From an optimization exercise on the open Yosys and OpenROAD flow, aimed at small area, a short achievable clock period and few clock cycles per item; shortcuts taken in it are not production practice.
At most, simulation tests tie the RTL to the original design; equivalence was not proved.
No functional check of the RTL was part of runs 1 to 4 and 7.
Power and IR drop assume default switching activity.

$ cat constraint.sdc
create_clock -name core_clock -period 8.0 [get_ports {clk}]
set_input_delay 1.6000 -clock core_clock [delete_from_list [all_inputs] [get_ports {clk}]]
set_output_delay 1.6000 -clock core_clock [all_outputs]
set_load 0.01 [all_outputs]
$ cat design.v
`default_nettype none
package cave5_pkg;
  localparam int WidthW  = 7;
  localparam int HeightW = 12;
  localparam int NearW   = 4;
  localparam int FarW    = 5;
  localparam int AddrW   = 4;
  localparam int DataW   = 32;
  localparam logic [WidthW-1:0]  MinWidth  = 7'd3;
  localparam logic [HeightW-1:0] MinHeight = 12'd3;
  localparam logic [WidthW-1:0]  RstWidth  = 7'd44;
  localparam logic [HeightW-1:0] RstHeight = 12'd74;
  localparam logic [NearW-1:0]   RstNear   = 4'd5;
  localparam logic [FarW-1:0]    RstFar    = 5'd2;
  typedef enum logic [1:0] {
    RegMapWidth  = 2'd0,
    RegMapHeight = 2'd1,
    RegNearThr   = 2'd2,
    RegFarLim    = 2'd3
  } reg_idx_t;
  typedef enum logic [2:0] {
    PhLower = 3'b001,
    PhUpper = 3'b010,
    PhLast  = 3'b100
  } phase_t;
  typedef struct packed {
    logic [WidthW-1:0]  width;
    logic [HeightW-1:0] height;
    logic [NearW-1:0]   near_thr;
    logic [FarW-1:0]    far_lim;
  } cave5_cfg_t;
  function automatic logic [1:0] fa(input logic a, input logic b, input logic c);
    fa = {(a & b) | (a & c) | (b & c), a ^ b ^ c};
  endfunction
  function automatic logic [1:0] ha(input logic a, input logic b);
    ha = {a & b, a ^ b};
  endfunction
  function automatic logic uge(input logic [4:0] a, input logic [4:0] b);
    logic gt, eq;
    gt = 1'b0;
    eq = 1'b1;
    for (int i = 4; i >= 0; i--) begin
      gt = gt | (eq & a[i] & ~b[i]);
      eq = eq & ~(a[i] ^ b[i]);
    end
    uge = gt | eq;
  endfunction
  function automatic logic [1:0] cnt3(input logic [2:0] v);
    cnt3 = {1'b0, v[0]} + {1'b0, v[1]} + {1'b0, v[2]};
  endfunction
endpackage
`default_nettype wire
`default_nettype none
module cave5_cfg (
  input  wire logic                          clk,
  input  wire logic                          rst_n,
  input  wire logic                          psel,
  input  wire logic                          penable,
  input  wire logic                          pwrite,
  input  wire logic [cave5_pkg::AddrW-1:0]   paddr,
  input  wire logic [cave5_pkg::DataW-1:0]   pwdata,
  output logic      [cave5_pkg::DataW-1:0]   prdata,
  output logic                               pready,
  output logic      [cave5_pkg::HeightW-1:0] height,
  output logic      [cave5_pkg::NearW-1:0]   near_thr,
  output logic      [cave5_pkg::FarW-1:0]    far_lim,
  output logic      [63:0]                   wmask,
  output logic      [63:0]                   inner
);
  logic [cave5_pkg::WidthW-1:0]  width_r;
  logic [cave5_pkg::HeightW-1:0] height_r;
  logic [cave5_pkg::NearW-1:0]   near_r;
  logic [cave5_pkg::FarW-1:0]    far_r;
  logic [1:0]                    idx;
  logic                          wr_en;
  assign idx    = paddr[3:2];
  assign pready = 1'b1;
  assign wr_en  = psel && penable && pwrite;
  always_ff @(posedge clk) begin
    if (!rst_n) begin
      width_r  <= cave5_pkg::RstWidth;
      height_r <= cave5_pkg::RstHeight;
      near_r   <= cave5_pkg::RstNear;
      far_r    <= cave5_pkg::RstFar;
    end else if (wr_en) begin
      case (idx)
        2'd0: width_r  <= pwdata[cave5_pkg::WidthW-1:0];
        2'd1: height_r <= pwdata[cave5_pkg::HeightW-1:0];
        2'd2: near_r   <= pwdata[cave5_pkg::NearW-1:0];
        default: far_r <= pwdata[cave5_pkg::FarW-1:0];
      endcase
    end
  end
  logic [cave5_pkg::HeightW-1:0] rd_r;
  always_ff @(posedge clk) begin
    case (idx)
      2'd0:    rd_r <= cave5_pkg::HeightW'(width_r);
      2'd1:    rd_r <= height_r;
      2'd2:    rd_r <= cave5_pkg::HeightW'(near_r);
      default: rd_r <= cave5_pkg::HeightW'(far_r);
    endcase
  end
  assign prdata = cave5_pkg::DataW'(rd_r);
  for (genvar x = 0; x < 64; x++) begin : g_mask
    assign wmask[x] = (x < 3) || (width_r > 7'(x));
  end
  assign inner = {1'b0, wmask[63:2], 1'b0};
  assign height   = (height_r < cave5_pkg::MinHeight) ? cave5_pkg::MinHeight : height_r;
  assign near_thr = near_r;
  assign far_lim  = far_r;
endmodule
`default_nettype wire
`default_nettype none
module cave5_line (
  input  wire logic [4:0][63:0]              rows,
  input  wire logic [63:0]                   wmask,
  input  wire logic [63:0]                   inner,
  input  wire logic [cave5_pkg::NearW-1:0]   near_thr,
  input  wire logic [cave5_pkg::FarW-1:0]    far_lim,
  output logic      [63:0]                   res
);
  logic [67:0] l, m, u, v;
  logic [4:0]  k;
  assign k = ~far_lim;
  assign {l[1:0], m[1:0], u[1:0], v[1:0]}         = '0;
  assign {l[67:66], m[67:66], u[67:66], v[67:66]} = '0;
  for (genvar x = 0; x < 64; x++) begin : g_col
    cave5_fa u_c3 (.a(rows[1][x]), .b(rows[2][x]), .c(rows[3][x]), .s(l[x+2]), .co(m[x+2]));
    assign u[x+2] = rows[0][x] ^ rows[4][x];
    assign v[x+2] = rows[0][x] & rows[4][x];
  end
  for (genvar x = 0; x < 64; x++) begin : g_cell
    logic n0, a1, b1, c2;
    logic u0, u1, v1, v2;
    logic x0, x1, g0, h1;
    logic y1, y2, z1, z2, w1, w2, g1, h2;
    logic p2, p3, q2, q3, g2, r3;
    logic s3, s4;
    logic [3:0] near_cnt;
    logic near_ok, far_over;
    cave5_fa u_nl (.a(l[x+1]), .b(l[x+2]), .c(l[x+3]), .s(n0), .co(a1));
    cave5_fa u_nm (.a(m[x+1]), .b(m[x+2]), .c(m[x+3]), .s(b1), .co(c2));
    assign near_cnt = {c2 & a1 & b1, c2 ^ (a1 & b1), a1 ^ b1, n0};
    assign near_ok  = cave5_pkg::uge({1'b0, near_cnt}, {1'b0, near_thr});
    cave5_fa u_u  (.a(u[x+1]), .b(u[x+2]), .c(u[x+3]), .s(u0), .co(u1));
    cave5_fa u_v  (.a(v[x+1]), .b(v[x+2]), .c(v[x+3]), .s(v1), .co(v2));
    cave5_fa u_x  (.a(l[x]), .b(l[x+4]), .c(k[0]), .s(x0), .co(x1));
    cave5_fa u_g0 (.a(n0), .b(u0), .c(x0), .s(g0), .co(h1));
    cave5_fa u_y  (.a(m[x]), .b(m[x+4]), .c(k[1]), .s(y1), .co(y2));
    cave5_fa u_z  (.a(a1), .b(b1), .c(u1), .s(z1), .co(z2));
    cave5_fa u_w  (.a(v1), .b(x1), .c(y1), .s(w1), .co(w2));
    cave5_fa u_g1 (.a(z1), .b(w1), .c(h1), .s(g1), .co(h2));
    cave5_fa u_p  (.a(c2), .b(v2), .c(k[2]), .s(p2), .co(p3));
    cave5_fa u_q  (.a(y2), .b(z2), .c(w2), .s(q2), .co(q3));
    cave5_fa u_g2 (.a(p2), .b(q2), .c(h2), .s(g2), .co(r3));
    cave5_fa u_s  (.a(k[3]), .b(p3), .c(q3), .s(s3), .co(s4));
    assign far_over = (k[4] & s4) | ((k[4] | s4) & s3 & r3);
    assign res[x] = inner[x] ? (near_ok || !far_over) : (rows[2][x] && wmask[x]);
  end
endmodule
module cave5_fa (
  input  wire logic a,
  input  wire logic b,
  input  wire logic c,
  output logic      s,
  output logic      co
);
  assign s  = a ^ b ^ c;
  assign co = (a & b) | (a & c) | (b & c);
endmodule
`default_nettype wire
`default_nettype none
module cave_automaton_5x5_step_top #(
  parameter int MAX_WIDTH = 64
) (
  input  wire logic                          clk,
  input  wire logic                          rst_n,
  input  wire logic                          in_valid,
  output logic                               in_stall,
  input  wire logic [MAX_WIDTH-1:0]          in_source_cells,
  output logic                               out_valid,
  input  wire logic                          out_stall,
  output logic      [MAX_WIDTH-1:0]          out_result_cells,
  output logic      [cave5_pkg::HeightW-1:0] out_line_index,
  output logic                               out_last_line,
  input  wire logic                          psel,
  input  wire logic                          penable,
  input  wire logic                          pwrite,
  input  wire logic [cave5_pkg::AddrW-1:0]   paddr,
  input  wire logic [cave5_pkg::DataW-1:0]   pwdata,
  output logic      [cave5_pkg::DataW-1:0]   prdata,
  output logic                               pready
);
  logic [cave5_pkg::HeightW-1:0] height;
  logic [cave5_pkg::NearW-1:0]   near_thr;
  logic [cave5_pkg::FarW-1:0]    far_lim;
  logic [63:0]                   wmask;
  logic [63:0]                   inner;
  cave5_cfg u_cfg (
    .clk      (clk),
    .rst_n    (rst_n),
    .psel     (psel),
    .penable  (penable),
    .pwrite   (pwrite),
    .paddr    (paddr),
    .pwdata   (pwdata),
    .prdata   (prdata),
    .pready   (pready),
    .height   (height),
    .near_thr (near_thr),
    .far_lim  (far_lim),
    .wmask    (wmask),
    .inner    (inner)
  );
  logic [63:0]                   r_cells;
  logic                          r_v;
  logic                          r_emit;    
  logic                          r_top0;    
  logic                          r_top1;    
  logic                          r_last;    
  logic [63:0]                   b_cells;
  logic                          b_v;
  logic                          b_emit;
  logic                          b_top0;
  logic                          b_top1;
  logic                          b_last;
  logic [cave5_pkg::HeightW-1:0] cnt_r;     
  logic                          t1_r;      
  logic                          t1_top_r;  
  logic                          t2_r;      
  logic [3:0][63:0]              s_r;
  logic                          o_v;
  logic [63:0]                   o_cells;
  logic [cave5_pkg::HeightW-1:0] o_idx;
  logic                          o_last;
  logic                          o_free;
  logic                          tail;
  logic                          consume;
  logic                          r_load;
  logic                          t1_emit;
  logic                          t2_emit;
  logic                          emit;
  logic                          shift;
  logic                          acc;
  logic                          a_last;
  logic [63:0]                   in_m;
  logic [4:0][63:0]              rows;
  logic [63:0]                   res;
  assign o_free  = !o_v || !out_stall;
  assign tail    = t1_r || t2_r;
  assign consume = r_v && (r_emit ? (o_free && !tail) : (o_free || !tail));
  assign t1_emit = t1_r && o_free;
  assign t2_emit = t2_r && o_free;
  assign emit    = t1_emit || t2_emit || (consume && r_emit);
  assign shift   = consume || t1_emit;
  assign r_load  = !r_v || consume;
  assign in_stall = b_v;
  assign acc      = in_valid && !b_v;
  assign in_m     = in_source_cells & wmask;
  assign a_last   = cnt_r >= height - 12'd1;
  always_ff @(posedge clk) begin
    if (!rst_n) begin
      cnt_r <= '0;
    end else if (acc) begin
      cnt_r <= a_last ? '0 : cnt_r + 12'd1;
    end
  end
  always_ff @(posedge clk) begin
    if (r_load) begin
      r_cells <= b_v ? b_cells : in_m;
    end
    if (!r_load && acc) begin
      b_cells <= in_m;
    end
  end
  always_ff @(posedge clk) begin
    if (!rst_n) begin
      r_v    <= 1'b0;
      r_emit <= 1'b0;
      r_top0 <= 1'b0;
      r_top1 <= 1'b0;
      r_last <= 1'b0;
      b_v    <= 1'b0;
      b_emit <= 1'b0;
      b_top0 <= 1'b0;
      b_top1 <= 1'b0;
      b_last <= 1'b0;
    end else if (r_load) begin
      if (b_v) begin
        r_v    <= 1'b1;
        r_emit <= b_emit;
        r_top0 <= b_top0;
        r_top1 <= b_top1;
        r_last <= b_last;
        b_v    <= 1'b0;
      end else begin
        r_v    <= acc;
        r_emit <= cnt_r >= 12'd2;
        r_top0 <= cnt_r == 12'd2;
        r_top1 <= cnt_r == 12'd3;
        r_last <= a_last;
      end
    end else if (acc) begin
      b_v    <= 1'b1;
      b_emit <= cnt_r >= 12'd2;
      b_top0 <= cnt_r == 12'd2;
      b_top1 <= cnt_r == 12'd3;
      b_last <= a_last;
    end
  end
  always_ff @(posedge clk) begin
    if (!rst_n) begin
      t1_r     <= 1'b0;
      t1_top_r <= 1'b0;
      t2_r     <= 1'b0;
    end else if (t1_emit) begin
      t1_r <= 1'b0;
      t2_r <= 1'b1;
    end else if (t2_emit) begin
      t2_r <= 1'b0;
    end else if (consume && r_last) begin
      t1_r     <= 1'b1;
      t1_top_r <= r_top0;
    end
  end
  always_ff @(posedge clk) begin
    if (shift) begin
      s_r <= {r_cells, s_r[3], s_r[2], s_r[1]};
    end
  end
  assign rows[0] = s_r[0] & {64{!(t1_r ? t1_top_r : r_top1)}};
  assign rows[1] = s_r[1];
  assign rows[2] = s_r[2];
  assign rows[3] = s_r[3];
  assign rows[4] = r_cells & {64{!t1_r}};
  cave5_line u_line (
    .rows     (rows),
    .wmask    (wmask),
    .inner    (inner & {64{!(t2_r || (!t1_r && r_top0))}}),
    .near_thr (near_thr),
    .far_lim  (far_lim),
    .res      (res)
  );
  always_ff @(posedge clk) begin
    if (!rst_n) begin
      o_v    <= 1'b0;
      o_last <= 1'b1;
    end else if (o_free) begin
      o_v <= emit;
      if (emit) begin
        o_last <= t2_r;
      end
    end
  end
  always_ff @(posedge clk) begin
    if (emit) begin
      o_cells <= res;
      o_idx   <= o_last ? '0 : o_idx + 12'd1;
    end
  end
  assign out_valid        = o_v;
  assign out_result_cells = o_cells;
  assign out_line_index   = o_idx;
  assign out_last_line    = o_last;
endmodule
`default_nettype wire
$ cat config.mk
export PLATFORM = sky130hd
export DESIGN_NAME = cave_automaton_5x5_step_top
export DESIGN_NICKNAME = cave_automaton_5x5_step_top
export VERILOG_FILES = /design/flow/design.v
export SDC_FILE = /design/flow/constraint.sdc
export NUM_CORES = 4
export LEC_CHECK = 0
export ABC_CLOCK_PERIOD_IN_PS = 3000
export CAP_MARGIN = 20
export CORE_MARGIN = 2
export CORE_UTILIZATION = 40
export SETUP_SLACK_MARGIN = 4.5
export SLEW_MARGIN = 20
export SYNTH_HIERARCHICAL = 1
export SYNTH_MINIMUM_KEEP_SIZE = 0
$ cat run.sh
#!/bin/bash
# synth_recipe.tcl (not shown) runs the flow's synth.tcl, then flattens the netlist and writes it again
# the make line also repeats each setting of config.mk as NAME=value (left out here)
make -C /OpenROAD-flow-scripts/flow DESIGN_CONFIG=/design/flow/config.mk WORK_HOME=/design/flow/orfs CLKGATE_MAP_FILE= SYNTH_SCRIPT=/design/flow/synth_recipe.tcl finish
==> results.txt, run 1 <==
status = timing/DRC/antenna clean
Final Util = 47.0%
first-pass GRT wire length = 202000 um
DRT iter0 DRCs = 2524
ys async rst share = 0%
Post-Layout Cell Count = 5296
Hold Startpoint = r_cells[37]
Layout area overhead = 16.5%
Static Leak = 20.3 nW
Buffers on Ports = 175
CP arrival = 4370 ps
H-tree lvl count = 3
placed cells = 5128
CP Max Fanout = 9
synth cell count leaders = fa_1, edfxtp_1, ha_1
Fin Clk Skew = 34.1 ps
Max Cap Viol = 0
TritonCTS buffer count = 68
Fin. Hold Viols = 0
Sw Share = 33.6%
final setup TNS = 0 ps
antenna violations before repair = 8
drt pass-1 iters = 5
sequential area share after synthesis = 31.3%
crit end category = flop
unrepaired setup endpoints after global routing = true
ys flop type = edfxtp_1
#FFs+latches synth = 527
clock root buffer = clkbuf_16
# fillers = 10400
clock buffer depth = 3
clock-pin transition on the worst setup and hold timing paths = 50 ps
# hold bufs at CTS = 0
Syn. warnings = 9
largest net degree at the start of global routing = 73
I/O pins = 219
sequential share of power = 29.7%
crit-path cells = mux2i_4, buf_12, buf_12, and2_4, ha_4, fa_1, fa_1, fa_1, fa_1, a21oi_2, o21ai_2, a31oi_1, a21o_1
worst hold slack = 436 ps
drt total wl = 136000 um
drt wl/cell = 25.6 um
total gr overflow = 0
Final #Nets = 4906
Internal = 0.00709 W
WS Path Type = flop to flop
Post-Syn Instances = 3455
period utilization = 49.9%
Routed Antenna Nets = 0
Buf/Inv on CP = 2
vias in the first global route = 31000
register area = 15200 sq um
Clk Latency, worst-skew pair = 640 ps
top-count cell post-synth = fa_1
switching pwr = 0.00358 W
Starting Density = 40.4%
share of layout cells above drive strength 1 = 23.1%
Setup crit start = t1_r
via count = 28600
row cnt = 127
most used cell, CP = fa_1
global-route usage over all layers = 21.9%
clock power share = 30.3%
Gate power share = 39.9%
CORE AREA = 120000 sq um
Crit-path slowest cell = fa_1
launch point of the worst reg-to-reg path = t1_r
total die area = 124000 sq um
CP max stage delay = 550 ps
DP Wirelength = 92500 um
cell type with the largest total area after synthesis = fa_1
Final Instance Area = 56400 sq um
worst vdd ir = 137 uV
post-synth top area share = 39.7%
Post-DP Area = 51600 sq um
Max Slew Vio Count = 0
Yosys cell types = 68
Final Wtd Congestion = 0.859
Mapped Area = 48400 sq um
drt drc = 0
slew margin rel. = 23.5%
worst min-delay path category = flop to flop
CTS tree = built
Synth area leaders = fa_1, edfxtp_1, ha_1, dfxtp_1, and2_1
fmax = 251 MHz
worst path required time = 8380 ps
Final Critical Period = 3990 ps
Post-synth EDFFs = 460
Slew @ Worst Pin = 1140 ps
multi-input logic area = 33900 sq um
Syn Area/Cell = 14.0 sq um
TritonCTS Sinks = 527
final setup vio count = 0
Die W = 352 um
vias per cell = 5.40
top cell family by delay on the critical path = adder cells
chip height = 352 um
pwr dens = 189 nW/um^2
CP Launch Type = flop
## layout by cell type (no fill, tap or decap), types with 50 or more instances in the layout
master | synthesis | layout
fa_1 | 960 | 662
edfxtp_1 | 460 | 460
fa_2 | 0 | 298
clkdlybuf4s50_1 | 0 | 174
ha_1 | 208 | 144
and2_1 | 199 | 139
a21oi_1 | 155 | 137
nor2b_1 | 123 | 123
maj3_2 | 98 | 98
nand3_1 | 87 | 87
nand2_1 | 89 | 86
inv_1 | 90 | 85
clkbuf_16 | 0 | 74
nand2b_1 | 70 | 70
and3_1 | 67 | 67
xor2_1 | 66 | 66
mux2_2 | 65 | 65
and2_4 | 1 | 61
ha_4 | 0 | 61
dfxtp_1 | 67 | 61
a31oi_1 | 57 | 57
a21o_1 | 57 | 56
o21ai_0 | 117 | 56
o21ai_1 | 0 | 50
## Yosys stat by module (local to each module, per instance)
module                       flip-flops and latches  area [sq um]  cells inside
cave5_line                                        0          8080          1059
cave5_fa                                          0          20.0             1
cave_automaton_5x5_step_top                     487         18200          1060
cave5_cfg                                        40          2900           376
## timing repair
action / in CTS / in global routing
setup buffers: 17 / 14
pin swaps: 72 / 202
gates cloned: 9 / 4
gates resized for setup: 284 / 329
endpoints found under the setup margin: 338 / 101
## layer usage
metal	vias up	global-route usage [%]	part of all wire (%)
met1	15300	31.0	43
met3	208	4.37	7.0
li1	12100	-	-
met2	1017	34.8	47
met5	-	0	0.027
met4	6	5.36	2.9
## kinds of logic (layout without fill, tap and decap cells)
group	count (synthesis)	in the layout	share of synthesized area, %
adder cells (fa/ha/maj)	1285	1285	47.7
AND/OR/NAND/NOR	738	741	8.73
flip-flops	527	527	31.3
AO/OA/AOI/OAI	434	434	5.25
buffers and inverters	280	464	3.07
multiplexers	98	98	2.30
XOR/XNOR	90	90	1.63
other	3	45	0.0232
## sequential cells by signal, indices dropped and copies added, names as in the netlist, 4 cells and up
signal          flops
u_cfg.rd_r         12
u_cfg.width_r       7
u_cfg.far_r         5
u_cfg.height_r     12
s_r               256
cnt_r              12
o_cells            64
o_idx              12
u_cfg.near_r        4
b_cells            64
r_cells            64
## cell type report
type / instances / area share (%)
Tap cell: 1612 / 3.57
Antenna cell: 2 / 0.00887
Multi-Input combinational cell: 2691 / 60.1
Clock inverter: 30 / 0.650
Timing Repair Buffer: 250 / 4.73
Inverter: 93 / 0.674
Clock buffer: 91 / 3.43
Sequential cell: 527 / 26.9
## stage by stage
stage	setup slack [ps]	power [W]
finish	4010	0.0107
global route	3910	0.0114
CTS	3920	0.0105
detailed placement	3130	0.00714
global placement	3130	0.00701
floorplan	3730	0.00630
## power groups by stage
stage / clock network (W) / registers [W] / logic (W)
floorplan: 0 / 0.00321 / 0.00309
global placement: 0 / 0.00322 / 0.00379
detailed placement: 0 / 0.00323 / 0.00391
CTS: 0.00331 / 0.00317 / 0.00407
global route: 0.00340 / 0.00318 / 0.00482
finish: 0.00324 / 0.00317 / 0.00426
## worst paths after layout
path / slack [ps] / end / cells past startpoint
hold / removal: 440 / s_r[229] / 0
setup / recovery: 4010 / o_cells[25] / 13
hold reg to reg: 440 / s_r[229] / 0
setup reg to reg: 4010 / o_cells[25] / 13
==> inputs of run 2 (changes only) <==
--- a/design.v
+++ b/design.v
@@ -217,5 +217,5 @@
   logic                          r_emit;    
   logic                          r_top0;    
-  logic                          r_top1;    
+  logic                          r_idx1;    
   logic                          r_last;    
   logic [63:0]                   b_cells;
@@ -223,9 +223,8 @@
   logic                          b_emit;
   logic                          b_top0;
-  logic                          b_top1;
+  logic                          b_idx1;
   logic                          b_last;
   logic [cave5_pkg::HeightW-1:0] cnt_r;     
   logic                          t1_r;      
-  logic                          t1_top_r;  
   logic                          t2_r;      
   logic [3:0][63:0]              s_r;
@@ -279,10 +278,10 @@
       r_emit <= 1'b0;
       r_top0 <= 1'b0;
-      r_top1 <= 1'b0;
+      r_idx1 <= 1'b0;
       r_last <= 1'b0;
       b_v    <= 1'b0;
       b_emit <= 1'b0;
       b_top0 <= 1'b0;
-      b_top1 <= 1'b0;
+      b_idx1 <= 1'b0;
       b_last <= 1'b0;
     end else if (r_load) begin
@@ -291,5 +290,5 @@
         r_emit <= b_emit;
         r_top0 <= b_top0;
-        r_top1 <= b_top1;
+        r_idx1 <= b_idx1;
         r_last <= b_last;
         b_v    <= 1'b0;
@@ -298,5 +297,5 @@
         r_emit <= cnt_r >= 12'd2;
         r_top0 <= cnt_r == 12'd2;
-        r_top1 <= cnt_r == 12'd3;
+        r_idx1 <= cnt_r == 12'd1;
         r_last <= a_last;
       end
@@ -305,5 +304,5 @@
       b_emit <= cnt_r >= 12'd2;
       b_top0 <= cnt_r == 12'd2;
-      b_top1 <= cnt_r == 12'd3;
+      b_idx1 <= cnt_r == 12'd1;
       b_last <= a_last;
     end
@@ -311,7 +310,6 @@
   always_ff @(posedge clk) begin
     if (!rst_n) begin
-      t1_r     <= 1'b0;
-      t1_top_r <= 1'b0;
-      t2_r     <= 1'b0;
+      t1_r <= 1'b0;
+      t2_r <= 1'b0;
     end else if (t1_emit) begin
       t1_r <= 1'b0;
@@ -320,14 +318,13 @@
       t2_r <= 1'b0;
     end else if (consume && r_last) begin
-      t1_r     <= 1'b1;
-      t1_top_r <= r_top0;
+      t1_r <= 1'b1;
     end
   end
   always_ff @(posedge clk) begin
     if (shift) begin
-      s_r <= {r_cells, s_r[3], s_r[2], s_r[1]};
+      s_r <= {r_cells, s_r[3], s_r[2] & {64{!(r_v && r_idx1)}}, s_r[1]};
     end
   end
-  assign rows[0] = s_r[0] & {64{!(t1_r ? t1_top_r : r_top1)}};
+  assign rows[0] = s_r[0];
   assign rows[1] = s_r[1];
   assign rows[2] = s_r[2];
==> results.txt, run 2 <==
final setup vio count = 0
Slew @ Worst Pin = 1100 ps
Max Cap Viol = 0
register area = 15200 sq um
vias in the first global route = 31900
Final Instance Area = 59900 sq um
launch point of the worst reg-to-reg path = t1_r
drt wl/cell = 25.1 um
total gr overflow = 0
first-pass GRT wire length = 207000 um
CP Launch Type = flop
drt total wl = 141000 um
Static Leak = 21.6 nW
Max Slew Vio Count = 0
Crit-path slowest cell = fa_1
xor and xnor area share after synthesis = 1.61%
via count = 29800
Yosys cell types = 63
status = timing/DRC/antenna clean
clock buffer depth = 3
largest register by flop count = s_r
Synth area leaders = fa_1, edfxtp_1, ha_1, dfxtp_1, and2_1
share of layout cells above drive strength 1 = 35.3%
crit-path cells = buf_12, buf_12, buf_16, nor2b_4, ha_4, fa_1, fa_2, fa_2, fa_1, a21oi_2, o21ai_1, a31oi_1, a21o_1
post-synthesis mux area share = 2.32%
TritonCTS Sinks = 526
Hold Path Stages = 0
top-count cell post-synth = fa_1
WS Path Type = flop to flop
cell type with the largest total area after synthesis = fa_1
Post-Syn Instances = 3446
final setup TNS = 0 ps
Final Wtd Congestion = 0.847
Final #Nets = 5221
crit end category = flop
unrepaired setup endpoints after global routing = true
period utilization = 47.1%
synth cell count leaders = fa_1, edfxtp_1, ha_1
CORE AREA = 120000 sq um
Syn. warnings = 9
Largest register FFs = 256
total die area = 124000 sq um
CP Max Fanout = 6
post-synthesis compound-gate area fraction = 5.13%
# fillers = 10100
Post-DP Area = 51500 sq um
Hold Startpoint = r_cells[13]
Syn Area/Cell = 14.0 sq um
pwr dens = 188 nW/um^2
placed cells = 5117
leading cell type in the layout, fill and taps excluded = fa_2
Clk Latency, worst-skew pair = 630 ps
Mapped Area = 48400 sq um
Antenna diodes = 0
DRT iter0 DRCs = 2128
CP arrival = 4120 ps
H-tree lvl count = 3
chip height = 352 um
worst min-delay path category = flop to flop
I/O pins = 219
global-route usage over all layers = 23.0%
Fin. Hold Viols = 0
drt pass-1 iters = 8
drt drc = 0
sequential area share after synthesis = 31.3%
Setup crit start = t1_r
Die W = 352 um
ys flop type = edfxtp_1
antenna violations before repair = 7
CP max stage delay = 550 ps
Overall Power = 0.0113 W
Post-Layout Cell Count = 5609
slew margin rel. = 26.4%
worst vdd ir = 171 uV
DP Wirelength = 92900 um
worst path required time = 8350 ps
largest family of logic cells by synthesized area = adder cells
Starting Density = 40.3%
vias per cell = 5.32
commonest non-fill, non-tap cells in the layout = fa_2, edfxtp_1, fa_1
Layout area overhead = 23.9%
multi-input logic area = 34600 sq um
clock root buffer = clkbuf_16
row cnt = 127
Post-synth EDFFs = 460
Synth Area in Adders = 47.8%
ys async rst share = 0%
post-synth top area share = 39.7%
CTS tree = built
Fin Clk Skew = 16.0 ps
largest net degree at the start of global routing = 67
Routed Antenna Nets = 0
Buffers on Ports = 175
#FFs+latches synth = 526
fmax = 265 MHz
TritonCTS buffer count = 69
Final Critical Period = 3770 ps
# hold bufs at CTS = 0
clock-pin transition on the worst setup and hold timing paths = 60 ps
Reg2Reg Depth = 13
simple-gate portion of the synthesized area = 8.77%
==> run 2: cell count changes after synthesis, sizes merged, moves of 5 or more <==
cell	previous run	this run
inv	93	87
a211oi	12	0
nor2b	124	131
o21bai	1	11
o21ai	117	100
nand3	87	80
buf	128	123
a21oi	156	150
==> run 2: through the flow <==
step                utilization [%]  hold slack (ps)  setup WS (ps)
CTS                            48.4              441           4300
global placement               42.9              422           3170
global route                   50.0              454           4170
finish                         50.0              438           4230
detailed placement             42.9              423           3050
floorplan                         -              418           3730
==> run 2: repair_timing <==
action,in CTS,in global routing
setup buffers,224,135
pin swaps,298,229
setup endpoints to repair,305,276
resized for setup,712,235
gates cloned,9,1
hold endpoints to repair,0,0
==> run 2: layout make-up <==
type / instances / share of cell area, %
multi-input cells: 2691 / 57.8
flip-flops and latches: 526 / 25.3
repair buffers: 569 / 9.22
well taps: 1612 / 3.37
clock buffers: 82 / 3.17
clock inverters: 41 / 0.610
inverters: 88 / 0.576
==> run 2: final timing paths <==
check                     end  slack, ps
setup / recovery  o_cells[60]       4230
setup reg to reg  o_cells[60]       4230
hold reg to reg      s_r[205]        440
hold / removal       s_r[205]        440
==> run 2: kinds of logic after synthesis <==
kind of cell,count (synthesis)
fa+ha+maj,1287
simple gates,748
flops,526
compound gates,420
buf+inv,274
mux,99
xor+xnor,89
other cells,3
==> run 2: worst max-delay path, delay by kind of cell, from the launching register on <==
kind	cells	cell delay, ps
buffers and inverters	3	460
flip-flops	1	390
AND/OR/NAND/NOR	1	160
AO/OA/AOI/OAI	4	530
adder cells (fa/ha/maj)	5	1930
==> run 2: power breakdown <==
| group | switching, W | total [W] | internal [W] | leakage, nW |
|---|---|---|---|---|
| registers | 0.0000725 | 0.00318 | 0.00311 | 4.91 |
| logic | 0.00245 | 0.00491 | 0.00246 | 15.6 |
| clock network | 0.00130 | 0.00316 | 0.00186 | 1.09 |
| total | 0.00382 | 0.0113 | 0.00743 | 21.6 |
==> run 2: metal layers <==
| metal | GRT usage, % | vias to the layer above | share of wire, % |
|---|---|---|---|
| li1 | - | 12700 | - |
| met1 | 31.2 | 15900 | 43 |
| met2 | 35.4 | 1014 | 46 |
| met3 | 5.32 | 267 | 6.8 |
| met4 | 10.2 | 0 | 4.4 |
| met5 | 0 | - | 0 |
==> run 2: modules after synthesis, one instance, submodules excluded <==
module | cells inside | area [sq um]
cave5_cfg | 370 | 2920
cave_automaton_5x5_step_top | 1057 | 18100
cave5_line | 1059 | 8080
cave5_fa | 1 | 20.0
==> inputs of run 3 (changes only) <==
--- a/design.v
+++ b/design.v
@@ -133,8 +133,7 @@
     logic n0, a1, b1, c2;
     logic u0, u1, v1, v2;
-    logic x0, x1, g0, h1;
-    logic y1, y2, z1, z2, w1, w2, g1, h2;
-    logic p2, p3, q2, q3, g2, r3;
-    logic s3, s4;
+    logic x0, x1, h1;
+    logic y1, y2, z1, z2, w1, w2, h2;
+    logic p2, p3, q2, q3, r3;
     logic [3:0] near_cnt;
     logic near_ok, far_over;
@@ -146,14 +145,20 @@
     cave5_fa u_v  (.a(v[x+1]), .b(v[x+2]), .c(v[x+3]), .s(v1), .co(v2));
     cave5_fa u_x  (.a(l[x]), .b(l[x+4]), .c(k[0]), .s(x0), .co(x1));
-    cave5_fa u_g0 (.a(n0), .b(u0), .c(x0), .s(g0), .co(h1));
+    assign h1 = (n0 & u0) | (n0 & x0) | (u0 & x0);
     cave5_fa u_y  (.a(m[x]), .b(m[x+4]), .c(k[1]), .s(y1), .co(y2));
     cave5_fa u_z  (.a(a1), .b(b1), .c(u1), .s(z1), .co(z2));
     cave5_fa u_w  (.a(v1), .b(x1), .c(y1), .s(w1), .co(w2));
-    cave5_fa u_g1 (.a(z1), .b(w1), .c(h1), .s(g1), .co(h2));
-    cave5_fa u_p  (.a(c2), .b(v2), .c(k[2]), .s(p2), .co(p3));
-    cave5_fa u_q  (.a(y2), .b(z2), .c(w2), .s(q2), .co(q3));
-    cave5_fa u_g2 (.a(p2), .b(q2), .c(h2), .s(g2), .co(r3));
-    cave5_fa u_s  (.a(k[3]), .b(p3), .c(q3), .s(s3), .co(s4));
-    assign far_over = (k[4] & s4) | ((k[4] | s4) & s3 & r3);
+    assign h2 = (z1 & w1) | (z1 & h1) | (w1 & h1);
+    cave5_fa u_p  (.a(c2), .b(v2), .c(y2), .s(p2), .co(p3));
+    cave5_fa u_q  (.a(z2), .b(w2), .c(p2), .s(q2), .co(q3));
+    assign r3 = k[2] ? (q2 | h2) : (q2 & h2);
+    always_comb begin
+      case (k[4:3])
+        2'b11:   far_over = p3 | q3 | r3;
+        2'b10:   far_over = (p3 & q3) | (p3 & r3) | (q3 & r3);
+        2'b01:   far_over = p3 & q3 & r3;
+        default: far_over = 1'b0;
+      endcase
+    end
     assign res[x] = inner[x] ? (near_ok || !far_over) : (rows[2][x] && wmask[x]);
   end
==> results.txt, run 3 <==
top-count cell post-synth = fa_1
worst vdd ir = 122 uV
TritonCTS Sinks = 526
drt total wl = 140000 um
# fillers = 10100
global-route usage over all layers = 23.8%
Synth area leaders = fa_1, edfxtp_1, ha_1, dfxtp_1, maj3_1
final setup vio count = 0
Clk Latency, worst-skew pair = 660 ps
Syn Area/Cell = 12.7 sq um
antenna violations before repair = 0
H-tree lvl count = 3
synth cell count leaders = fa_1, edfxtp_1, a21oi_1
drt wl/cell = 25.6 um
Post-Syn Instances = 3664
multi-input logic area = 31800 sq um
Buffers on Ports = 175
#FFs+latches synth = 526
Setup crit start = t1_r
share of layout cells above drive strength 1 = 24.7%
Largest register FFs = 256
Overall Power = 0.0106 W
Mapped Area = 46400 sq um
Starting Density = 40.5%
drt drc = 0
DP Wirelength = 91800 um
CORE AREA = 115000 sq um
Internal = 0.00705 W
leading cell type in the layout, fill and taps excluded = fa_1
clock-pin transition on the worst setup and hold timing paths = 60 ps
crit end category = flop
WS Path Type = flop to flop
CTS tree = built
Gate power share = 41.0%
launch point of the worst reg-to-reg path = t1_r
sequential share of power = 30.0%
PnR worst setup slack = 4450 ps
period utilization = 44.4%
Post-synth EDFFs = 460
ys flop type = edfxtp_1
Sw Share = 33.7%
largest net degree at the start of global routing = 84
clock power share = 29.0%
pwr dens = 194 nW/um^2
TritonCTS buffer count = 67
slew margin rel. = 16.5%
Layout area overhead = 17.9%
Fin Clk Skew = 36.8 ps
Syn. warnings = 9
CP arrival = 4020 ps
Slew @ Worst Pin = 1250 ps
switching pwr = 0.00358 W
I/O pins = 219
Max Slew Vio Count = 0
# hold bufs at CTS = 0
Yosys cell types = 78
vias in the first global route = 32500
status = timing/DRC/antenna clean
worst min-delay path category = flop to flop
setup slack at placement = 3380 ps
drt pass-1 iters = 5
post-synth top area share = 30.4%
Fin. Hold Viols = 0
worst path required time = 8470 ps
Final Wtd Congestion = 0.868
clock buffer depth = 3
Routed Antenna Nets = 0
vias per cell = 5.67
total gr overflow = 0
Hold Startpoint = r_cells[59]
Final Critical Period = 3550 ps
Post-DP Area = 49300 sq um
first-pass GRT wire length = 209000 um
Die W = 345 um
DRT iter0 DRCs = 2331
ys async rst share = 0%
clock root buffer = clkbuf_16
register area = 15200 sq um
Max Cap Viol = 0
Final #Nets = 4916
total die area = 119000 sq um
fmax = 282 MHz
sequential area share after synthesis = 32.6%
CP Max Fanout = 8
final setup TNS = 0 ps
cell type with the largest total area after synthesis = fa_1
via count = 31000
unrepaired setup endpoints after global routing = true
row cnt = 124
commonest non-fill, non-tap cells in the layout = fa_1, edfxtp_1, fa_2
Final Instance Area = 54700 sq um
Final Util = 47.7%
CP Launch Type = flop
Static Leak = 19.6 nW
largest register by flop count = s_r
chip height = 345 um
## run 3: changes by cell type after synthesis, sizes merged, moves of 30 or more
cell	previous run	this run
a21oi	150	260
o22ai	3	107
o211ai	13	43
a31oi	61	12
o21a	1	42
fa	960	704
clkbuf	63	93
a21o	60	10
nor2	52	174
nand2	94	171
a2111oi	0	32
nor2b	131	81
nand3	80	21
maj3	118	204
## run 3: what timing repair did
item	CTS	global route
buffers inserted	43	98
pin swaps	69	206
resized for setup	226	314
hold endpoints to repair	0	0
endpoints found under the setup margin	278	153
cloned	9	0
## run 3: cell families after synthesis
| logic type | count (synthesis) | share of synthesized area (%) |
|---|---|---|
| fa+ha+maj | 1117 | 40.6 |
| simple gates | 873 | 10.1 |
| flops | 526 | 32.6 |
| buf+inv | 297 | 3.34 |
| compound gates | 661 | 9.21 |
| other cells | 3 | 0.0243 |
| xor+xnor | 90 | 1.70 |
| mux | 97 | 2.38 |
## run 3: layout make-up
cell class,instances,area share (%)
Tap cell,1512,3.46
Multi-Input combinational cell,2884,58.2
Clock buffer,83,3.38
Inverter,68,0.494
Sequential cell,526,27.7
Clock inverter,40,0.627
Timing Repair inverter,1,0.0137
Antenna cell,2,0.00915
Timing Repair Buffer,348,6.10
## run 3: modules after synthesis, one instance, submodules excluded
module                       flops+latches  area, sq um
cave_automaton_5x5_step_top            486        18200
cave5_line                               0        11200
cave5_cfg                               40         2980
cave5_fa                                 0         20.0
## run 3: worst paths after layout
check	end	slack (ps)	cells after the start
max	o_cells[15]	4450	12
min	s_r[251]	440	0
max reg2reg	o_cells[15]	4450	12
min reg2reg	s_r[251]	440	0
## run 3: metal layers
metal	track usage, %	vias up	part of all wire, %
met4	7.04	0	2.9
li1	-	13500	-
met2	38.3	1048	47
met5	0	-	0
met3	5.24	215	7.1
met1	32.5	16200	43
## run 3: metrics by stage
stage	cells	hold WS, ps
6_report	5464	443
5_1_grt	5462	458
4_1_cts	5364	443
3_5_place_dp	5189	426
3_3_place_gp	5189	422
2_1_floorplan	3704	418
## run 3: power by group through the flow
stage	Sequential, W	Clock [W]	Combinational [W]
3_3_place_gp	0.00324	0	0.00373
4_1_cts	0.00319	0.00316	0.00399
6_report	0.00319	0.00308	0.00436
2_1_floorplan	0.00322	0	0.00297
3_5_place_dp	0.00324	0	0.00381
5_1_grt	0.00320	0.00325	0.00485
## run 3: worst max-delay path, cell delays in order (launching register included)
cell and delay (ps):
dfxtp_4 350, buf_12 160, buf_6 140, buf_16 150, nor2b_1 140, ha_2 250
buf_4 140, fa_1 430, fa_1 470, fa_1 490, a221oi_1 280, o22ai_1 140
a21oi_1 210
==> inputs of run 4 (changes only) <==
--- a/design.v
+++ b/design.v
@@ -233,4 +233,5 @@
   logic                          t1_r;      
   logic                          t2_r;      
+  logic                          row4_r;    
   logic [3:0][63:0]              s_r;
   logic                          o_v;
@@ -315,13 +316,16 @@
   always_ff @(posedge clk) begin
     if (!rst_n) begin
-      t1_r <= 1'b0;
-      t2_r <= 1'b0;
+      t1_r   <= 1'b0;
+      t2_r   <= 1'b0;
+      row4_r <= 1'b1;
     end else if (t1_emit) begin
-      t1_r <= 1'b0;
-      t2_r <= 1'b1;
+      t1_r   <= 1'b0;
+      t2_r   <= 1'b1;
+      row4_r <= 1'b1;
     end else if (t2_emit) begin
       t2_r <= 1'b0;
     end else if (consume && r_last) begin
-      t1_r <= 1'b1;
+      t1_r   <= 1'b1;
+      row4_r <= 1'b0;
     end
   end
@@ -335,5 +339,5 @@
   assign rows[2] = s_r[2];
   assign rows[3] = s_r[3];
-  assign rows[4] = r_cells & {64{!t1_r}};
+  assign rows[4] = r_cells & {64{row4_r}};
   cave5_line u_line (
     .rows     (rows),
==> results.txt, run 4 <==
CP arrival = 3980 ps
ys async rst share = 0%
I/O pins = 219
ys flop type = edfxtp_1
Crit-path slowest cell = fa_2
Final Wtd Congestion = 0.866
CTS tree = built
Slew @ Worst Pin = 1100 ps
share of layout cells above drive strength 1 = 22.7%
drt pass-1 iters = 5
period utilization = 44.3%
fmax = 282 MHz
highest metal used = met5
largest register by flop count = s_r
reg2reg setup slack = 4460 ps
Max Slew Vio Count = 0
clock root buffer = clkbuf_16
DRT iter0 DRCs = 2413
Buffers on Ports = 175
Starting Density = 40.2%
Hold Startpoint = r_cells[15]
post-synth top area share = 30.3%
CP Max Fanout = 3
H-tree lvl count = 3
TritonCTS Sinks = 527
Yosys cell types = 81
Clk Latency, worst-skew pair = 660 ps
Mapped Area = 46500 sq um
#FFs+latches synth = 527
drt total wl = 138000 um
M1 WL = 58000 um
worst min-delay path category = flop to flop
chip height = 345 um
Fin. Hold Viols = 0
WS Path Type = flop to flop
final setup TNS = 0 ps
worst vdd ir = 141 uV
Static Leak = 19.7 nW
drt wl/cell = 25.1 um
met2 routed WL = 63900 um
sequential area share after synthesis = 32.6%
Setup crit start = s_r[192]
worst path required time = 8430 ps
commonest non-fill, non-tap cells in the layout = fa_1, edfxtp_1, and2_1
most used cell, CP = fa_1
Routed Antenna Nets = 0
cell type with the largest total area after synthesis = fa_1
TritonCTS buffer count = 67
pwr dens = 194 nW/um^2
leading cell type in the layout, fill and taps excluded = fa_1
Max Cap Viol = 0
CP Launch Type = flop
row cnt = 125
routed wl met3 = 11500 um
Final #Nets = 4957
launch point of the worst reg-to-reg path = s_r[192]
clock-pin transition on the worst setup and hold timing paths = 70 ps
clock buffer depth = 3
vias per cell = 5.67
Buf/Inv on CP = 0
CORE AREA = 116000 sq um
Final Critical Period = 3540 ps
# hold bufs at CTS = 0
Fin Clk Skew = 44.5 ps
DP Wirelength = 92700 um
global-route usage over all layers = 23.1%
unrepaired setup endpoints after global routing = true
Post-synth EDFFs = 460
total gr overflow = 0
top-count cell post-synth = fa_1
vias in the first global route = 32300
Die W = 345 um
antenna violations before repair = 13
largest net degree at the start of global routing = 133
first-pass GRT wire length = 203000 um
slew margin rel. = 26.1%
crit-path cells = fa_2, fa_1, fa_1, fa_1, nor2_1, o21ai_0, o211ai_1, o22ai_1, a41oi_2
final setup vio count = 0
Post-Syn Instances = 3667
Layout area overhead = 17.7%
Syn Area/Cell = 12.7 sq um
top cell family by delay on the critical path = adder cells
Synth area leaders = fa_1, edfxtp_1, ha_1, and2_1, dfxtp_1
via count = 31300
status = timing/DRC/antenna clean
synth cell count leaders = fa_1, edfxtp_1, and2_1
drt drc = 0
crit end category = flop
Overall Power = 0.0106 W
Largest register FFs = 256
CP max stage delay = 540 ps
total die area = 119000 sq um
Syn. warnings = 9
run 4: cell types whose count changed after synthesis, moves of 4 or more:
cell / change
nor2b_1: -68
o211ai_1: +6
o21ai_1: -22
and3_1: -4
nand4_1: -4
clkbuf_1: +4
buf_1: -4
nor2_1: -6
o21ai_0: +31
and2_1: +66
a21oi_1: -7
a211oi_1: +7
run 4: cell families (layout without fill, tap and decap cells):
family,count (synthesis),in the layout,share of synthesized area [%]
compound gates,678,679,9.52
xor+xnor,89,89,1.68
fa+ha+maj,1116,1116,40.5
buf+inv,297,576,3.32
flops,527,527,32.6
mux,94,94,2.30
other cells,3,46,0.0242
simple gates,863,864,10.0
run 4: what timing repair did:
action | CTS | global route
resized for setup | 149 | 268
pin swaps | 39 | 143
cloned | 2 | 5
endpoints found under the hold margin | 0 | 0
setup buffers | 41 | 135
endpoints found under the setup margin | 305 | 293
run 4: area by class of cell:
type                    instances  area (sq um)
diodes                          3          7.51
clock buffers                  83          1870
clock inverters                37           403
fillers                     10300         61000
inverters                      67           268
multi-input cells            2885         31400
flip-flops and latches        527         15200
well taps                    1524          1910
repair buffers                387          3600
repair inverters                2          15.0
run 4: final timing paths:
| path | to | depth (start not counted) |
|---|---|---|
| setup reg to reg | o_cells[1] | 9 |
| setup / recovery | o_cells[1] | 9 |
| hold reg to reg | s_r[207] | 0 |
| hold / removal | s_r[207] | 0 |
run 4: metrics by stage:
| stage | std cells | util, % | area, sq um | hold WS, ps | setup WS [ps] |
|---|---|---|---|---|---|
| CTS | 5372 | 45.3 | 52500 | 428 | 4420 |
| global placement | 5209 | 42.7 | 49400 | 423 | 3310 |
| floorplan | 3707 | - | 46700 | 418 | 4150 |
| detailed placement | 5209 | 42.7 | 49400 | 426 | 3320 |
| finish | 5515 | 47.3 | 54700 | 441 | 4460 |
| global route | 5512 | 47.2 | 54700 | 443 | 4310 |
run 4: where the power goes:
| group | internal [W] | switching, W | total [W] |
|---|---|---|---|
| registers | 0.00312 | 0.0000728 | 0.00319 |
| clock network | 0.00192 | 0.00128 | 0.00320 |
| logic | 0.00208 | 0.00212 | 0.00420 |
run 4: routing by layer:
layer / track usage, % / vias up
li1: - / 13600
met1: 31.4 / 16300
met2: 36.0 / 1218
met3: 5.62 / 238
met4: 8.34 / 6
met5: 0 / -
run 4: Yosys stat by module, one instance, submodules excluded:
module                       cells  copies in the design  cell area (sq um)
cave_automaton_5x5_step_top   1059                     1              18300
cave5_line                    1529                     1              11200
cave5_fa                         1                   704               20.0
cave5_cfg                      375                     1               2950
==> inputs of run 5 (changes only) <==
--- a/design.v
+++ b/design.v
@@ -135,7 +135,7 @@
     logic x0, x1, h1;
     logic y1, y2, z1, z2, w1, w2, h2;
-    logic p2, p3, q2, q3, r3;
+    logic p2, p3, q2, q3;
     logic [3:0] near_cnt;
-    logic near_ok, far_over;
+    logic near_ok;
     cave5_fa u_nl (.a(l[x+1]), .b(l[x+2]), .c(l[x+3]), .s(n0), .co(a1));
     cave5_fa u_nm (.a(m[x+1]), .b(m[x+2]), .c(m[x+3]), .s(b1), .co(c2));
@@ -152,16 +152,32 @@
     cave5_fa u_p  (.a(c2), .b(v2), .c(y2), .s(p2), .co(p3));
     cave5_fa u_q  (.a(z2), .b(w2), .c(p2), .s(q2), .co(q3));
-    assign r3 = k[2] ? (q2 | h2) : (q2 & h2);
-    always_comb begin
-      case (k[4:3])
-        2'b11:   far_over = p3 | q3 | r3;
-        2'b10:   far_over = (p3 & q3) | (p3 & r3) | (q3 & r3);
-        2'b01:   far_over = p3 & q3 & r3;
-        default: far_over = 1'b0;
-      endcase
-    end
-    assign res[x] = inner[x] ? (near_ok || !far_over) : (rows[2][x] && wmask[x]);
+    cave5_fin u_fin (.p3(p3), .q3(q3), .q2(q2), .h2(h2), .k(k[4:2]),
+                     .keep(inner[x] | (rows[2][x] & wmask[x])), .kill(inner[x] & !near_ok),
+                     .res(res[x]));
   end
 endmodule
+module cave5_fin (
+  input  wire logic       p3,
+  input  wire logic       q3,
+  input  wire logic       q2,
+  input  wire logic       h2,
+  input  wire logic [4:2] k,
+  input  wire logic       keep,
+  input  wire logic       kill,
+  output logic            res
+);
+  logic r3;
+  logic over;
+  assign r3 = k[2] ? (q2 | h2) : (q2 & h2);
+  always_comb begin
+    case (k[4:3])
+      2'b11:   over = p3 | q3 | r3;
+      2'b10:   over = (p3 & q3) | (p3 & r3) | (q3 & r3);
+      2'b01:   over = p3 & q3 & r3;
+      default: over = 1'b0;
+    endcase
+  end
+  assign res = keep & !(kill & over);
+endmodule
 module cave5_fa (
   input  wire logic a,
--- a/config.mk
+++ b/config.mk
@@ -10,6 +10,7 @@
 export CORE_MARGIN = 2
 export CORE_UTILIZATION = 40
-export SETUP_SLACK_MARGIN = 4.5
+export SETUP_SLACK_MARGIN = 5.0
 export SLEW_MARGIN = 20
 export SYNTH_HIERARCHICAL = 1
 export SYNTH_MINIMUM_KEEP_SIZE = 0
+export TNS_END_PERCENT = 30
==> results.txt, run 5 <==
ys flop type = edfxtp_1
I/O pins = 219
Buffers on Ports = 175
Sw Share = 32.7%
switching pwr = 0.00354 W
share of layout cells above drive strength 1 = 39.6%
post-synth top area share = 30.1%
drt drc = 0
Setup crit start = s_r[106]
Clk Latency, worst-skew pair = 650 ps
Layout area overhead = 29.4%
top-count cell post-synth = fa_1
via count = 32600
Post-synth EDFFs = 460
Syn Area/Cell = 12.8 sq um
launch point of the worst reg-to-reg path = s_r[106]
DRT iter0 DRCs = 2240
Yosys cell types = 71
pwr dens = 179 nW/um^2
leading cell type in the layout, fill and taps excluded = fa_2
fmax = 298 MHz
Synth area leaders = fa_1, edfxtp_1, ha_1, and2_1, maj3_2
commonest non-fill, non-tap cells in the layout = fa_2, edfxtp_1, buf_4
sequential area share after synthesis = 32.4%
Fin Clk Skew = 27.7 ps
Internal = 0.00728 W
ys async rst share = 0%
CP Launch Type = flop
clock-pin transition on the worst setup and hold timing paths = 60 ps
sequential share of power = 29.4%
#FFs+latches synth = 527
drt wl/cell = 24.7 um
setup slack at placement = 3130 ps
worst vdd ir = 130 uV
final setup vio count = 0
Die W = 346 um
period utilization = 41.9%
total die area = 120000 sq um
Syn. warnings = 10
Hold Path Stages = 0
largest register by flop count = s_r
synth cell count leaders = fa_1, edfxtp_1, and2_1
clock power share = 27.9%
Mapped Area = 46800 sq um
Overall Power = 0.0108 W
Max Slew Vio Count = 0
Slew @ Worst Pin = 1120 ps
Gate power share = 42.7%
CTS tree = built
Fin. Hold Viols = 0
first-pass GRT wire length = 217000 um
worst min-delay path category = flop to flop
TritonCTS Sinks = 527
drt total wl = 146000 um
vias in the first global route = 33900
status = timing/DRC/antenna clean
clock buffer depth = 3
final setup TNS = 0 ps
Post-Layout Cell Count = 5928
H-tree lvl count = 3
Post-Syn Instances = 3669
Final Critical Period = 3360 ps
Max Cap Viol = 0
largest net degree at the start of global routing = 107
Reg2Reg Depth = 9
vias per cell = 5.49
worst path required time = 8360 ps
WS Path Type = flop to flop
DP Wirelength = 92600 um
Starting Density = 40.3%
placed cells = 5264
drt pass-1 iters = 5
unrepaired setup endpoints after global routing = true
row cnt = 125
reg2reg setup slack = 4640 ps
antenna violations before repair = 6
chip height = 346 um
global-route usage over all layers = 24.2%
crit end category = flop
clock root buffer = clkbuf_16
cell type with the largest total area after synthesis = fa_1
CP Max Fanout = 4
CORE AREA = 116000 sq um
Final #Nets = 5369
PnR worst setup slack = 4640 ps
total gr overflow = 0
Hold Startpoint = r_cells[28]
CP arrival = 3720 ps
TritonCTS buffer count = 67
Final Wtd Congestion = 0.872
Static Leak = 22.8 nW
Largest register FFs = 256
Routed Antenna Nets = 0
slew margin rel. = 24.8%
run 5: metal layers:
metal  vias up  track usage, %  share of wire [%]  wire [um]
met5         -               0              0.018         26
met1     17000            32.6                 42      61400
met3       285            4.25                6.4       9410
met4         4            9.01                4.1       6070
li1      14300               -                  -          -
met2      1048            39.2                 47      69400
run 5: final cells by class:
type	count	area, sq um
sequential	527	15200
tap	1524	1910
multi-input combinational	2841	33400
antenna	2	5.00
timing repair buffer	747	7230
inverter	165	671
fill	9671	55600
clock buffer	91	1870
clock inverter	31	279
run 5: logic make-up (layout without fill, tap and decap cells):
kind of cell	Yosys count	in the layout	synth area share, %
simple gates	747	750	9.06
other cells	3	45	0.0240
flops	527	527	32.4
compound gates	649	649	8.41
fa+ha+maj	1210	1210	42.4
mux	99	99	2.39
buf+inv	344	1034	3.65
xor+xnor	90	90	1.68
run 5: path summary, 6_finish.rpt:
path / to
min: s_r[220]
min reg2reg: s_r[220]
max: o_cells[42]
max reg2reg: o_cells[42]
run 5: stage by stage:
| step | hold WS, ps | instance area (sq um) | util [%] |
|---|---|---|---|
| final | 440 | 60600 | 52.1 |
| after global placement | 422 | 49900 | 42.9 |
| after detailed placement | 425 | 49900 | 42.9 |
| after CTS | 433 | 58200 | 50.1 |
| after global routing | 447 | 60600 | 52.1 |
| after floorplan | 418 | 47000 | - |
run 5: worst max-delay path: stages, from the launching register on:
cell and delay [ps]:
edfxtp_1 430, fa_2 470, buf_4 160, buf_6 100, fa_2 490, fa_2 390
fa_2 580, a21oi_1 80, o2bb2ai_2 230, a31oi_4 130
run 5: per-module statistics from Yosys, one instance, submodules excluded:
| module | flip-flops and latches | cells |
|---|---|---|
| cave5_line | 0 | 897 |
| cave5_fin | 0 | 10 |
| cave5_fa | 0 | 1 |
| cave_automaton_5x5_step_top | 487 | 1058 |
| cave5_cfg | 40 | 370 |
run 5: power groups by stage:
stage	Sequential (W)	Combinational, W	Clock [W]
after global placement	0.00323	0.00350	0
after floorplan	0.00322	0.00277	0
after detailed placement	0.00324	0.00356	0
after global routing	0.00319	0.00509	0.00321
after CTS	0.00319	0.00422	0.00311
final	0.00318	0.00462	0.00302
run 5: repair_timing:
item | in CTS | in global routing
gates resized for setup | 824 | 247
endpoints found under the setup margin | 609 | 424
hold buffers | 0 | 0
pin swaps | 429 | 347
buffers inserted | 346 | 181
cloned | 13 | 0
Testbench counts of run 5, summed over its fixed seeds: cycles 5,012, lines 4,820.
==> inputs of run 6 (changes only) <==
--- a/config.mk
+++ b/config.mk
@@ -10,7 +10,6 @@
 export CORE_MARGIN = 2
 export CORE_UTILIZATION = 40
-export SETUP_SLACK_MARGIN = 5.0
+export SETUP_SLACK_MARGIN = 4.5
 export SLEW_MARGIN = 20
 export SYNTH_HIERARCHICAL = 1
 export SYNTH_MINIMUM_KEEP_SIZE = 0
-export TNS_END_PERCENT = 30
==> results.txt, run 6 <==
status = timing/DRC/antenna clean
# hold bufs at CTS = 0
CP arrival = 3750 ps
Buffers on Ports = 175
row cnt = 125
Hold Startpoint = r_cells[7]
clock root buffer = clkbuf_16
Max Slew Vio Count = 0
worst vdd ir = 144 uV
Die W = 346 um
DRT iter0 DRCs = 2362
chip height = 346 um
#FFs+latches synth = 527
largest register by flop count = s_r
ys flop type = edfxtp_1
Mapped Area = 46800 sq um
Routed Antenna Nets = 0
total die area = 120000 sq um
Post-synth EDFFs = 460
# fillers = 10400
launch point of the worst reg-to-reg path = s_r[105]
DP Wirelength = 92600 um
cell type with the largest total area after synthesis = fa_1
period utilization = 43.3%
global-route usage over all layers = 22.7%
WS Path Type = input pin to flop
vias in the first global route = 31500
Post-Syn Instances = 3669
vias per cell = 5.52
TritonCTS Sinks = 527
post-synth top area share = 30.1%
share of layout cells above drive strength 1 = 16.8%
Starting Density = 40.3%
clock buffer depth = 3
CP Launch Type = input pin
drt pass-1 iters = 7
fmax = 289 MHz
multi-input logic area = 30800 sq um
CORE AREA = 116000 sq um
Final #Nets = 4894
Reg2Reg Capture Point = o_cells[42]
Largest register FFs = 256
H-tree lvl count = 3
via count = 30100
total gr overflow = 0
crit end category = flop
TritonCTS buffer count = 68
Final Wtd Congestion = 0.847
reg2reg setup slack = 4550 ps
register area = 15200 sq um
top-count cell post-synth = fa_1
CP Max Fanout = 51
clock-pin transition on the worst setup and hold timing paths = 60 ps
Static Leak = 20.2 nW
Reg2Reg Depth = 7
Post-Layout Cell Count = 5451
commonest non-fill, non-tap cells in the layout = fa_1, edfxtp_1, and2_1
Hold Path Stages = 0
Final Critical Period = 3470 ps
drt drc = 0
first-pass GRT wire length = 203000 um
Layout area overhead = 14.3%
slew margin rel. = 24.7%
worst min-delay path category = flop to flop
antenna violations before repair = 8
sequential area share after synthesis = 32.4%
Slew @ Worst Pin = 1130 ps
final setup vio count = 0
Fin Clk Skew = 32.2 ps
final setup TNS = 0 ps
ys async rst share = 0%
pwr dens = 188 nW/um^2
unrepaired setup endpoints after global routing = true
CTS tree = built
drt wl/cell = 24.8 um
placed cells = 5261
Synth area leaders = fa_1, edfxtp_1, ha_1, and2_1, maj3_2
Yosys cell types = 71
Syn Area/Cell = 12.8 sq um
I/O pins = 219
leading cell type in the layout, fill and taps excluded = fa_1
Syn. warnings = 10
Clk Latency, worst-skew pair = 650 ps
drt total wl = 135000 um
Max Cap Viol = 0
worst path required time = 8280 ps
largest net degree at the start of global routing = 113
Endpoint, Worst Hold = s_r[199]
Fin. Hold Viols = 0
synth cell count leaders = fa_1, edfxtp_1, and2_1
-- run 6: cell types whose count changed in the layout (fill, tap and decap cells not counted), sizes merged, moves of 3 or more --
cell | previous run | this run
buf | 568 | 93
bufbuf | 5 | 0
bufinv | 4 | 7
clkbuf | 92 | 88
clkdlybuf4s50 | 161 | 174
clkinv | 21 | 17
clkinvlp | 6 | 11
dlymetal6s2s | 11 | 0
-- run 6: worst max path at each step --
stage | from | to | slack (ps)
final | out_stall | s_r[21] | 4530
after global routing | row4_r | o_cells[51] | 4420
after CTS | row4_r | o_cells[60] | 4410
after detailed placement | row4_r | o_cells[60] | 3340
after global placement | row4_r | o_cells[60] | 3380
after floorplan | u_cfg.far_r[1] | o_cells[57] | 4140
-- run 6: stage by stage --
stage	power (W)	instance area, sq um	utilization [%]	setup slack [ps]	hold slack, ps
floorplan	0.00601	47200	-	4140	418
global placement	0.00672	50000	43.0	3380	422
detailed placement	0.00679	50000	43.0	3340	426
CTS	0.0101	52800	45.4	4410	439
global route	0.0107	53500	46.0	4420	451
finish	0.0101	53500	46.0	4530	438
-- run 6: what timing repair did --
item                       4_1_cts  5_1_grt
setup buffers                   11       47
pin swaps                       14       53
gates cloned                     5        3
setup endpoints to repair      305      337
gates resized for setup         96       83
-- run 6: report_power, final --
| group | switching, W | total [W] | internal, W |
|---|---|---|---|
| clock network | 0.00129 | 0.00318 | 0.00189 |
| registers | 0.0000674 | 0.00318 | 0.00312 |
| logic | 0.00186 | 0.00371 | 0.00185 |
-- run 6: worst max-delay path, cell delays in order --
cell	delay [ps]
clkdlybuf4s50_1	470
nand2_1	170
nand2_1	530
nand2_8	490
buf_6	440
-- run 6: layer usage --
layer	global-route usage (%)	wire length (um)	vias to the layer above
met4	7.73	4420	10
met2	35.9	62500	903
met3	4.76	9390	223
met1	31.0	58700	15600
li1	-	-	13300
met5	0	58	-
-- run 6: Yosys stat by module, one instance, submodules excluded --
module / cell area (sq um) / times used / flip-flops and latches / cells
cave_automaton_5x5_step_top: 18300 / 1 / 487 / 1058
cave5_fa: 20.0 / 704 / 0 / 1
cave5_cfg: 2920 / 1 / 40 / 370
cave5_fin: 57.6 / 64 / 0 / 10
cave5_line: 7870 / 1 / 0 / 897
-- run 6: layout make-up --
type                            instances  area share [%]
Clock inverter                         34           0.755
Inverter                              165            1.22
Sequential cell                       527            28.4
Timing Repair inverter                  2          0.0281
Antenna cell                            2         0.00935
Tap cell                             1524            3.56
Multi-Input combinational cell       2842            57.6
Clock buffer                           87            3.48
Timing Repair Buffer                  268            4.94
-- run 6: logic make-up after synthesis --
family,share of synthesized area (%)
xor gates and xnor gates,1.68
AOI/OAI and AO/OA,8.41
buffers and inverters,3.65
adders and majority gates,42.4
other,0.0240
muxes,2.39
DFF,32.4
and+or+nand+nor,9.06
==> inputs of run 7 (changes only) <==
--- a/design.v
+++ b/design.v
@@ -115,4 +115,5 @@
   input  wire logic [4:0][63:0]              rows,
   input  wire logic [63:0]                   wmask,
+  input  wire logic                          row4_on,
   input  wire logic [63:0]                   inner,
   input  wire logic [cave5_pkg::NearW-1:0]   near_thr,
@@ -127,6 +128,5 @@
   for (genvar x = 0; x < 64; x++) begin : g_col
     cave5_fa u_c3 (.a(rows[1][x]), .b(rows[2][x]), .c(rows[3][x]), .s(l[x+2]), .co(m[x+2]));
-    assign u[x+2] = rows[0][x] ^ rows[4][x];
-    assign v[x+2] = rows[0][x] & rows[4][x];
+    cave5_uv u_uv (.a0(rows[0][x]), .a4(rows[4][x]), .on(row4_on), .u(u[x+2]), .v(v[x+2]));
   end
   for (genvar x = 0; x < 64; x++) begin : g_cell
@@ -180,4 +180,14 @@
   assign res = keep & !(kill & over);
 endmodule
+module cave5_uv (
+  input  wire logic a0,
+  input  wire logic a4,
+  input  wire logic on,
+  output logic      u,
+  output logic      v
+);
+  assign u = on ? (a0 ^ a4) : a0;
+  assign v = on & a0 & a4;
+endmodule
 module cave5_fa (
   input  wire logic a,
@@ -268,11 +278,17 @@
   logic [4:0][63:0]              rows;
   logic [63:0]                   res;
-  assign o_free  = !o_v || !out_stall;
+  logic c_any;     
+  logic c_free;    
+  logic e_free;    
   assign tail    = t1_r || t2_r;
-  assign consume = r_v && (r_emit ? (o_free && !tail) : (o_free || !tail));
+  assign c_any   = r_v && !r_emit && !tail;
+  assign c_free  = r_v && !(r_emit && tail);
+  assign e_free  = t1_r || t2_r || (r_v && r_emit && !tail);
+  assign o_free  = !o_v || !out_stall;
+  assign consume = c_any || (c_free && !o_v) || (c_free && !out_stall);
   assign t1_emit = t1_r && o_free;
   assign t2_emit = t2_r && o_free;
-  assign emit    = t1_emit || t2_emit || (consume && r_emit);
-  assign shift   = consume || t1_emit;
+  assign emit    = (e_free && !o_v) || (e_free && !out_stall);
+  assign shift   = c_any || ((c_free || t1_r) && !o_v) || ((c_free || t1_r) && !out_stall);
   assign r_load  = !r_v || consume;
   assign in_stall = b_v;
@@ -355,8 +371,9 @@
   assign rows[2] = s_r[2];
   assign rows[3] = s_r[3];
-  assign rows[4] = r_cells & {64{row4_r}};
+  assign rows[4] = r_cells;
   cave5_line u_line (
     .rows     (rows),
     .wmask    (wmask),
+    .row4_on  (row4_r),
     .inner    (inner & {64{!(t2_r || (!t1_r && r_top0))}}),
     .near_thr (near_thr),
==> results.txt, run 7 <==
status = timing/DRC/antenna clean
worst min-delay path category = flop to flop
Yosys cell types = 74
first-pass GRT wire length = 204000 um
register area = 15200 sq um
Routed Antenna Nets = 0
Gate power share = 37.2%
Max Cap Viol = 0
chip height = 347 um
slew margin rel. = 26.2%
multi-input logic area = 31000 sq um
antenna violations before repair = 8
total gr overflow = 0
global-route usage over all layers = 22.5%
CORE AREA = 117000 sq um
Final Instance Area = 53700 sq um
# hold bufs at CTS = 0
Hold Path Stages = 0
switching pwr = 0.00319 W
total die area = 121000 sq um
post-synthesis compound-gate area fraction = 8.42%
CP arrival = 3940 ps
Static Leak = 20.4 nW
CP Max Fanout = 5
Starting Density = 40.4%
Final #Nets = 4916
drt drc = 0
setup slack at placement = 3150 ps
Final Critical Period = 3460 ps
DRT iter0 DRCs = 2419
sequential share of power = 31.9%
leading cell type in the layout, fill and taps excluded = fa_1
clock power share = 30.8%
drt pass-1 iters = 6
CTS tree = built
Post-synth EDFFs = 460
worst vdd ir = 173 uV
simple-gate portion of the synthesized area = 10.2%
sequential area share after synthesis = 32.2%
Fin Clk Skew = 16.5 ps
drt total wl = 134000 um
Clk Latency, worst-skew pair = 680 ps
TritonCTS Sinks = 527
#FFs+latches synth = 527
Layout area overhead = 14.0%
DP Wirelength = 93800 um
Post-DP Area = 50200 sq um
Slew @ Worst Pin = 1100 ps
cell type with the largest total area after synthesis = fa_1
largest register by flop count = s_r
fmax = 289 MHz
Buffers on Ports = 175
xor and xnor area share after synthesis = 2.86%
Sw Share = 32.0%
Mapped Area = 47100 sq um
ys flop type = edfxtp_1
# fillers = 10500
WS Path Type = flop to flop
Final Wtd Congestion = 0.875
post-synth top area share = 29.9%
Syn Area/Cell = 12.6 sq um
vias per cell = 5.51
worst hold slack = 473 ps
period utilization = 43.3%
clock buffer depth = 3
Syn. warnings = 10
Die W = 347 um
top-count cell post-synth = fa_1
Hold Startpoint = s_r[102]
largest family of logic cells by synthesized area = adder cells
Reg2Reg Depth = 8
## run 7: cell types whose count changed in the layout (fill, tap and decap cells not counted), sizes merged, moves of 11 or more
cell    change
and2       -64
and3       +64
ha         -64
nand2      +58
xnor2      +54
buf        +31
clkbuf     -17
nor2       +16
a22oi      +12
nor4b      +12
nand3b     +11
o21ai      -11
## run 7: Yosys stat by module (local to each module, per instance)
module                       copies in the design  flops+latches  cells inside
cave_automaton_5x5_step_top                     1            487           988
cave5_line                                      1              0           829
cave5_cfg                                       1             40           376
cave5_fin                                      64              0            10
cave5_fa                                      704              0             1
cave5_uv                                       64              0             3
## run 7: cell families after synthesis
logic type               count (synthesis)
AO/OA/AOI/OAI                          634
XOR/XNOR                               154
adder cells (fa/ha/maj)               1142
buffers and inverters                  328
flip-flops                             527
multiplexers                            96
other                                    3
AND/OR/NAND/NOR                        845
## run 7: what timing repair did
item / CTS / global route
buffers inserted: 12 / 79
setup endpoints to repair: 266 / 249
endpoints found under the hold margin: 0 / 0
pin swaps: 6 / 57
gates cloned: 3 / 0
resized for setup: 86 / 61
## run 7: worst max-delay path: stages (launching register included)
cell and delay (ps):
edfxtp_1 480, fa_2 570, buf_4 190, fa_1 410, fa_1 420, fa_1 440, maj3_2 320, o2bb2ai_1 130
a31oi_2 300
## run 7: worst max path at each step
stage                   to      startpoint  slack [ps]
2_1_floorplan  o_cells[11]  u_cfg.far_r[1]        4150
3_5_place_dp   b_cells[42]       out_stall        3150
6_report       o_cells[53]        s_r[183]        4540
3_3_place_gp   b_cells[41]       out_stall        3200
5_1_grt        o_cells[19]         s_r[83]        4440
4_1_cts        o_cells[43]        s_r[107]        4390
## run 7: stage by stage
stage	power (W)	instances
finish	0.00998	5538
global route	0.0106	5536
CTS	0.00999	5456
detailed placement	0.00680	5327
global placement	0.00673	5327
floorplan	0.00602	3769
## run 7: metal layers
layer	part of all wire, %	wire length (um)	track usage, %	vias up
li1	-	-	-	13600
met3	6.5	8670	3.95	184
met5	0.020	27	0	-
met1	44	58700	31.6	15900
met4	3.0	3970	6.61	4
met2	47	62600	35.9	885
## run 7: power by group through the flow
stage          clock network (W)  logic [W]  registers (W)
6_report                 0.00308    0.00372        0.00319
5_1_grt                  0.00325    0.00420        0.00320
4_1_cts                  0.00317    0.00364        0.00319
3_5_place_dp                   0    0.00356        0.00324
3_3_place_gp                   0    0.00349        0.00324
2_1_floorplan                  0    0.00280        0.00322
## run 7: cell type report
cell class / instances / share of cell area (%)
antenna: 3 / 0.0140
clock buffer: 71 / 3.07
clock inverter: 43 / 0.990
inverter: 155 / 1.13
multi-input combinational: 2915 / 57.7
sequential: 527 / 28.2
tap: 1524 / 3.55
timing repair buffer: 299 / 5.31
timing repair inverter: 1 / 0.0140

-- re-timing with driven ports --
No port has a modelled driver above. Below, the same layouts with a new extraction and two added sets of constraints. Step 1 sets driving cells, clkbuf_16 on the clock port and buf_2 on the other inputs (assumed; they add their load-dependent delay and slew). Step 2 times the ports against the registers' clock, not the clock port: input delays grow and output delays shrink by t, the midpoint of the rising clock arrivals with the driver on. Three values: no drivers, after step 1, after step 2; two values: the first two.
run	shift t [ns]	setup slack, ns
run 1	0.699	4.010 / 4.010 / 3.831
run 2	0.689	4.230 / 4.230 / 3.907
run 3	0.715	4.450 / 4.450 / 3.954
run 4	0.710	4.457 / 4.457 / 3.934
run 5	0.710	4.644 / 4.634 / 3.924
run 6	0.703	4.534 / 4.531 / 3.828
run 7	0.742	4.536 / 4.522 / 3.847
After both steps setup and hold are still met in every run listed.
